What follows belongs to an exercise in optimizing a design on an open flow for small area, a short achievable clock period and few clock cycles; a production flow would make more cautious choices. Only simulation tests tie the RTL to the original design; equivalence was not proved.

// exec_unit
module exec_unit (
   input  wire                           CLK,
   input  wire                           arst_n,
   input  wire                           ins_valid,
   input  wire  [exec_pkg::INS_W-1:0]    ins,
   output wire                           busy,
   output wire                           done,
   output wire                           halted,
   output wire                           wr_en,
   output wire  [exec_pkg::REG_AW-1:0]   wr_addr,
   output wire  [exec_pkg::XLEN-1:0]     wr_data,
   output wire  [exec_pkg::FLAG_W-1:0]   flags
);
   localparam int W  = exec_pkg::XLEN;
   localparam int AW = exec_pkg::REG_AW;
   logic                        v_x, fwd_a_x, fwd_b_x;
   logic                        is_add_x, is_sub_x, is_shift_x, shl_x, sar_x, is_setf_x;
   logic                        upd_arith_x, upd_logic_x, reg_write_x, is_halt_x;
   logic [3:0]                  tt_x;
   logic [exec_pkg::COND_W-1:0] cond_x;
   logic [AW-1:0]               rd_x;
   logic [W-1:0]                a_x, b_x;
   wire                     accept;
   logic                    v_d;
   logic [exec_pkg::INS_W-1:0] ir_d;
   exec_ctrl u_ctrl (
      .CLK(CLK), .arst_n(arst_n), .ins_valid(ins_valid),
      .ins_halt(ins[exec_pkg::OPC_LSB +: exec_pkg::OPC_W] == exec_pkg::OP_HALT),
      .halt_done(halt_w), .accept(accept), .busy(busy), .halted(halted)
   );
   always_ff @(posedge CLK or negedge arst_n) begin
      if (!arst_n) v_d <= 1'b0;
      else         v_d <= accept;
   end
  ...
Size: roughly 3,400 cells after synthesis, about 64 I/O pins, ~0.053 mm2 of cells after synthesis.
export LEC_CHECK = 0
export CAP_MARGIN = 20
export CORE_MARGIN = 2
export CORE_UTILIZATION = 30
export SLEW_MARGIN = 20
export SYNTH_HIERARCHICAL = 1
create_clock -name core_clock -period 12.0 [get_ports {CLK}]
standard.sh (not shown) runs the stock make flow with config.mk's settings and CLKGATE_MAP_FILE= SYNTH_SCRIPT=/design/flow/synth_recipe.tcl, a recipe that flattens the netlist after the stock synthesis.
==> flow/flow/run.sh <==
#!/bin/bash
set -euo pipefail
cd "$(dirname "$0")/.."
args=()
while IFS= read -r line; do
  [[ -z "$line" || "$line" == \#* ]] && continue
  args+=("$line")
done < flow/knobs.txt
bash standard.sh "${args[@]}" finish > flow_make.log 2>&1
==> flow/flow/knobs.txt <==
SETUP_SLACK_MARGIN=8.5
CTS_ARGS=-sink_clustering_enable -repair_clock_nets -dont_use_dummy_load
Testbench counts at the start, summed over its fixed seeds: cycles 24,024.
Edit:
--- a/flow/design.v
+++ b/flow/design.v
@@ -213,25 +213,25 @@
    input  wire                            sar,
    input  wire  [3:0]                     tt,
    input  wire                            is_setf,
    input  wire                            cond_met,
    output logic [exec_pkg::XLEN-1:0]      result,
    output logic                           cy,
    output logic                           ov
 );
    localparam int W = exec_pkg::XLEN;
    logic [W-1:0] bx, sum, sh_in, sh_out, sh_rev, bitw;
    logic         co, fill;
    logic [W:0]   sh_wide;
-   assign bx        = b;
+   assign bx        = b ^ {W{is_sub}};
    assign {co, sum} = {1'b0, a} + {1'b0, bx} + {{W{1'b0}}, is_sub};
    assign cy        = co ^ is_sub;
    assign ov        = (a[W-1] == bx[W-1]) && (sum[W-1] != a[W-1]);
    always_comb begin
       for (int i = 0; i < W; i++) sh_in[i] = shl ? a[W-1-i] : a[i];
    end
    assign fill   = sar & a[W-1];
    assign sh_wide = $signed({fill, sh_in}) >>> b[4:0];
    assign sh_out  = sh_wide[W-1:0];
    always_comb begin
       for (int i = 0; i < W; i++) sh_rev[i] = shl ? sh_out[W-1-i] : sh_out[i];
    end
@@ -390,81 +390,77 @@
    logic          done_w, wr_w, upd_arith_w, upd_logic_w, halt_w, cy_w, ov_w;
    logic [AW-1:0] rd_w;
    logic [W-1:0]  res_w;
    wire [W-1:0] imm_ext_d = {{(W-exec_pkg::IMM_W){imm5_d[exec_pkg::IMM_W-1]}}, imm5_d};
    exec_regfile u_regfile (
       .CLK(CLK), .rs_sel(rs_sel_d), .rd_sel(rd_sel_d),
       .rs_xsel({use_imm_d, fw_rs_d}), .rs_xd0(res_w), .rs_xd1(imm_ext_d),
       .rd_xsel(fw_rd_d), .rd_xd0(res_w),
       .rs_data(rs_data), .rd_data(rd_data),
       .wr_en(wr_w), .wr_addr(rd_w), .wr_data(res_w)
    );
    assign a_r = rd_data;
-   assign b_r = rs_data ^ {W{is_sub_d}};
+   assign b_r = rs_data;
    always_ff @(posedge CLK or negedge arst_n) begin
       if (!arst_n) v_x <= 1'b0;
       else         v_x <= v_d;
    end
    always_ff @(posedge CLK) begin
       a_x         <= a_r;
       b_x         <= b_r;
       fwd_a_x     <= v_x && reg_write_x && rd_x == rd_d;
       fwd_b_x     <= v_x && reg_write_x && rd_x == rs_d && !use_imm_d;
       is_add_x    <= is_add_d;
       is_sub_x    <= is_sub_d;
       is_shift_x  <= is_shift_d;
       shl_x       <= shl_d;
       sar_x       <= sar_d;
       tt_x        <= tt_d;
       is_setf_x   <= is_setf_d;
       cond_x      <= cond_d;
       upd_arith_x <= upd_arith_d;
       upd_logic_x <= upd_logic_d;
       reg_write_x <= reg_write_d;
       is_halt_x   <= is_halt_d;
       rd_x        <= rd_d;
    end
    wire [W-1:0] op_a = fwd_a_x ? res_w : a_x;
-   wire [W-1:0] op_b = fwd_b_x ? (res_w ^ {W{is_sub_x}}) : b_x;
+   wire [W-1:0] op_b = fwd_b_x ? res_w : b_x;
    wire [W-1:0] result;
    wire         cy, ov, cond_met;
    exec_alu u_alu (
       .a(op_a), .b(op_b), .is_add(is_add_x), .is_sub(is_sub_x), .is_shift(is_shift_x),
       .shl(shl_x), .sar(sar_x), .tt(tt_x), .is_setf(is_setf_x), .cond_met(cond_met),
       .result(result), .cy(cy), .ov(ov)
    );
    always_ff @(posedge CLK or negedge arst_n) begin
       if (!arst_n) begin
          done_w      <= 1'b0;
          wr_w        <= 1'b0;
          upd_arith_w <= 1'b0;
          upd_logic_w <= 1'b0;
          halt_w      <= 1'b0;
       end else begin
          done_w      <= v_x;
          wr_w        <= v_x & reg_write_x;
          upd_arith_w <= v_x & upd_arith_x;
          upd_logic_w <= v_x & upd_logic_x;
          halt_w      <= v_x & is_halt_x;
       end
    end
-   logic [W-1:0] wr_data_w;
-   always_ff @(posedge CLK) begin
-      wr_data_w <= (v_x && reg_write_x) ? result : '0;
-   end
    always_ff @(posedge CLK) begin
       res_w <= result;
       cy_w  <= cy;
       ov_w  <= ov;
       rd_w  <= rd_x;
    end
    exec_flags u_flags (
       .CLK(CLK), .arst_n(arst_n), .upd_arith(upd_arith_w), .upd_logic(upd_logic_w),
       .result(res_w), .cy(cy_w), .ov(ov_w), .cond(cond_x),
       .flags(flags), .cond_met(cond_met)
    );
    assign done    = done_w;
    assign wr_en   = wr_w;
    assign wr_addr = rd_w;
-   assign wr_data = wr_data_w;
+   assign wr_data = res_w;
 endmodule
 `default_nettype wire
The changed run finished with timing, DRC and antenna clean.
Routed wire length stays flat.
Non-clock buffer count rises by 64.
Worst hold slack is worse by 12 ps.
Critical path depth drops by 12.
Worst setup slack gains 11 ps.
Global-route usage goes up by 0.82 points.
Clock skew came out higher by 46 ps.
Clock-buffer cell count drops by 9.
Sequential share of layout area hardly moves.
Testbench counts after the change, summed over its fixed seeds: cycles 24,024.

========
exec_unit, a different RTL version from the one above (not shown whole).
For scale: about 3100 cells after synthesis, ~64 I/O pins, roughly 51000 um^2 of cells after synthesis.
==> flow/config.mk <==
export PLATFORM = sky130hd
export DESIGN_NAME = exec_unit
export DESIGN_NICKNAME = exec_unit
export VERILOG_FILES = /design/flow/design.v
export SDC_FILE = /design/flow/constraint.sdc
export NUM_CORES = 4
export LEC_CHECK = 0
export CAP_MARGIN = 20
export CORE_MARGIN = 2
export CORE_UTILIZATION = 30
export SLEW_MARGIN = 20
export SYNTH_HIERARCHICAL = 1
==> flow/constraint.sdc <==
create_clock -name core_clock -period 12.0 [get_ports {CLK}]
set_input_delay 2.4000 -clock core_clock [delete_from_list [all_inputs] [get_ports {CLK}]]
set_output_delay 2.4000 -clock core_clock [all_outputs]
set_load 0.01 [all_outputs]
==> flow/flow/knobs.txt <==
SETUP_SLACK_MARGIN=8.3
CTS_ARGS=-sink_clustering_enable -repair_clock_nets -dont_use_dummy_load -sink_clustering_size 24 -sink_clustering_max_diameter 150
Scripts as last shown in full above: flow/flow/run.sh
Testbench counts at the start, summed over its fixed seeds: cycles 24,024.
Next try:
--- a/flow/design.v
+++ b/flow/design.v
@@ -219,36 +219,15 @@
    output logic                           ov
 );
    localparam int W = exec_pkg::XLEN;
    logic [W-1:0] bx, sum, sh_in, sh_out, sh_rev, bitw;
    logic         co, fill;
    logic [W:0]   sh_wide;
    assign bx        = b ^ {W{is_sub}};
-   logic [W-1:0] pg, pp, gg, gp, ng, np;
-   always_comb begin
-      pg = a & bx;
-      pp = a ^ bx;
-      gg = pg;
-      gp = pp;
-      gg[0] = pg[0] | (pp[0] & is_sub);
-      for (int l = 0; l < 5; l++) begin
-         ng = gg;
-         np = gp;
-         for (int i = 0; i < W; i++) begin
-            if (i & (1 << l)) begin
-               ng[i] = gg[i] | (gp[i] & gg[(i >> l << l) - 1]);
-               np[i] = gp[i] & gp[(i >> l << l) - 1];
-            end
-         end
-         gg = ng;
-         gp = np;
-      end
-      sum = pp ^ {gg[W-2:0], is_sub};
-      co  = gg[W-1];
-   end
+   assign {co, sum} = {1'b0, a} + {1'b0, bx} + {{W{1'b0}}, is_sub};
    assign cy        = co ^ is_sub;
    assign ov        = (a[W-1] == bx[W-1]) && (sum[W-1] != a[W-1]);
    always_comb begin
       for (int i = 0; i < W; i++) sh_in[i] = shl ? a[W-1-i] : a[i];
    end
    assign fill   = sar & a[W-1];
    assign sh_wide = $signed({fill, sh_in}) >>> b[4:0];
@@ -373,41 +352,29 @@
       .ins_halt(ins[exec_pkg::OPC_LSB +: exec_pkg::OPC_W] == exec_pkg::OP_HALT),
       .halt_done(halt_w), .accept(accept), .busy(busy), .halted(halted)
    );
    always_ff @(posedge CLK or negedge arst_n) begin
       if (!arst_n) v_d <= 1'b0;
       else         v_d <= accept;
    end
-   logic [3:0]           rs_lo_d, rd_lo_d;
-   logic [7:0]           rs_hi_d, rd_hi_d;
+   logic [(1 << AW)-1:0] rs_sel_d, rd_sel_d;
    logic                 fw_rs_d, fw_rd_d;
    wire  [AW-1:0]        ins_rs  = ins[exec_pkg::RS_LSB +: AW];
    wire  [AW-1:0]        ins_rd  = ins[exec_pkg::RD_LSB +: AW];
    wire                  ins_imm = ins[exec_pkg::OPC_LSB + 4];
    wire                  fw_rs, fw_rd;
    assign fw_rs = v_x && reg_write_x && rd_x == ins_rs && !ins_imm;
    assign fw_rd = v_x && reg_write_x && rd_x == ins_rd;
    always_ff @(posedge CLK) begin
       ir_d    <= ins;
       fw_rs_d <= fw_rs;
       fw_rd_d <= fw_rd;
-      for (int k = 0; k < 4; k++) begin
-         rs_lo_d[k] <= (ins_rs[1:0] == k);
-         rd_lo_d[k] <= (ins_rd[1:0] == k);
-      end
-      for (int k = 0; k < 8; k++) begin
-         rs_hi_d[k] <= (ins_rs[4:2] == k) && !ins_imm && !fw_rs;
-         rd_hi_d[k] <= (ins_rd[4:2] == k) && !fw_rd;
-      end
-   end
-   logic [(1 << AW)-1:0] rs_sel_d, rd_sel_d;
-   always_comb begin
       for (int k = 0; k < (1 << AW); k++) begin
-         rs_sel_d[k] = rs_lo_d[k % 4] && rs_hi_d[k / 4];
-         rd_sel_d[k] = rd_lo_d[k % 4] && rd_hi_d[k / 4];
+         rs_sel_d[k] <= (ins_rs == k) && !ins_imm && !fw_rs;
+         rd_sel_d[k] <= (ins_rd == k) && !fw_rd;
       end
    end
    wire [AW-1:0]               rs_d, rd_d;
    wire [exec_pkg::IMM_W-1:0]  imm5_d;
    wire [exec_pkg::COND_W-1:0] cond_d;
    wire [3:0]                  tt_d;
    wire                        use_imm_d, is_add_d, is_sub_d, is_shift_d, shl_d, sar_d;
@@ -476,28 +443,24 @@
          done_w      <= v_x;
          wr_w        <= v_x & reg_write_x;
          upd_arith_w <= v_x & upd_arith_x;
          upd_logic_w <= v_x & upd_logic_x;
          halt_w      <= v_x & is_halt_x;
       end
    end
-   logic [W-1:0] wr_data_w;
-   always_ff @(posedge CLK) begin
-      wr_data_w <= (v_x && reg_write_x) ? result : '0;
-   end
    always_ff @(posedge CLK) begin
       res_w <= result;
       cy_w  <= cy;
       ov_w  <= ov;
       rd_w  <= rd_x;
    end
    exec_flags u_flags (
       .CLK(CLK), .arst_n(arst_n), .upd_arith(upd_arith_w), .upd_logic(upd_logic_w),
       .result(res_w), .cy(cy_w), .ov(ov_w), .cond(cond_x),
       .flags(flags), .cond_met(cond_met)
    );
    assign done    = done_w;
    assign wr_en   = wr_w;
    assign wr_addr = rd_w;
-   assign wr_data = wr_data_w;
+   assign wr_data = res_w;
 endmodule
 `default_nettype wire
=> Final cell count increases by a few percent; maximum frequency decreases slightly; global-route usage increases by 1.9 points; design area increases by a few percent; worst setup slack degrades by 0.069 ns.
Testbench counts after the change, summed over its fixed seeds: cycles 24,024.

static timing again, ports no longer ideal:
Ports are ideal in the flow. The routed layouts listed here were re-timed in OpenROAD.
Step 1 assumes that a clkbuf_16 drives the clock port and a buf_2 every other input.
Step 2 adds t to the input delays and takes it off the output delays; t is the mean of the earliest and latest rising clock arrival at the registers after step 1. Input paths then give back, and output paths get back, about the clock's delay inside the block.
a / b / c = ideal / step 1 / step 2; a / b = the first two.
run | t (ns) | setup WS [ns] | worst setup path at the end | worst slew at a driven data input, ns | cell pins on the clock port's net
the first run of note 1 | 0.796 | 8.269 / 8.222 / 7.742 | input to register | 0.14 | 1
the second run of note 1 | 0.769 | 8.280 / 8.204 / 7.903 | input to register | 0.06 | 1
the first run of note 2 | 0.790 | 8.329 / 8.239 / 7.818 | input to register | 0.03 | 1
the second run of note 2 | 0.780 | 8.260 / 8.180 / 7.645 | input to register | 0.15 | 1
After both steps every run listed still meets setup and hold. The setup slack of the second run of note 2, which loses most, moves by -0.080 ns with the drivers and by -0.615 ns with both steps.
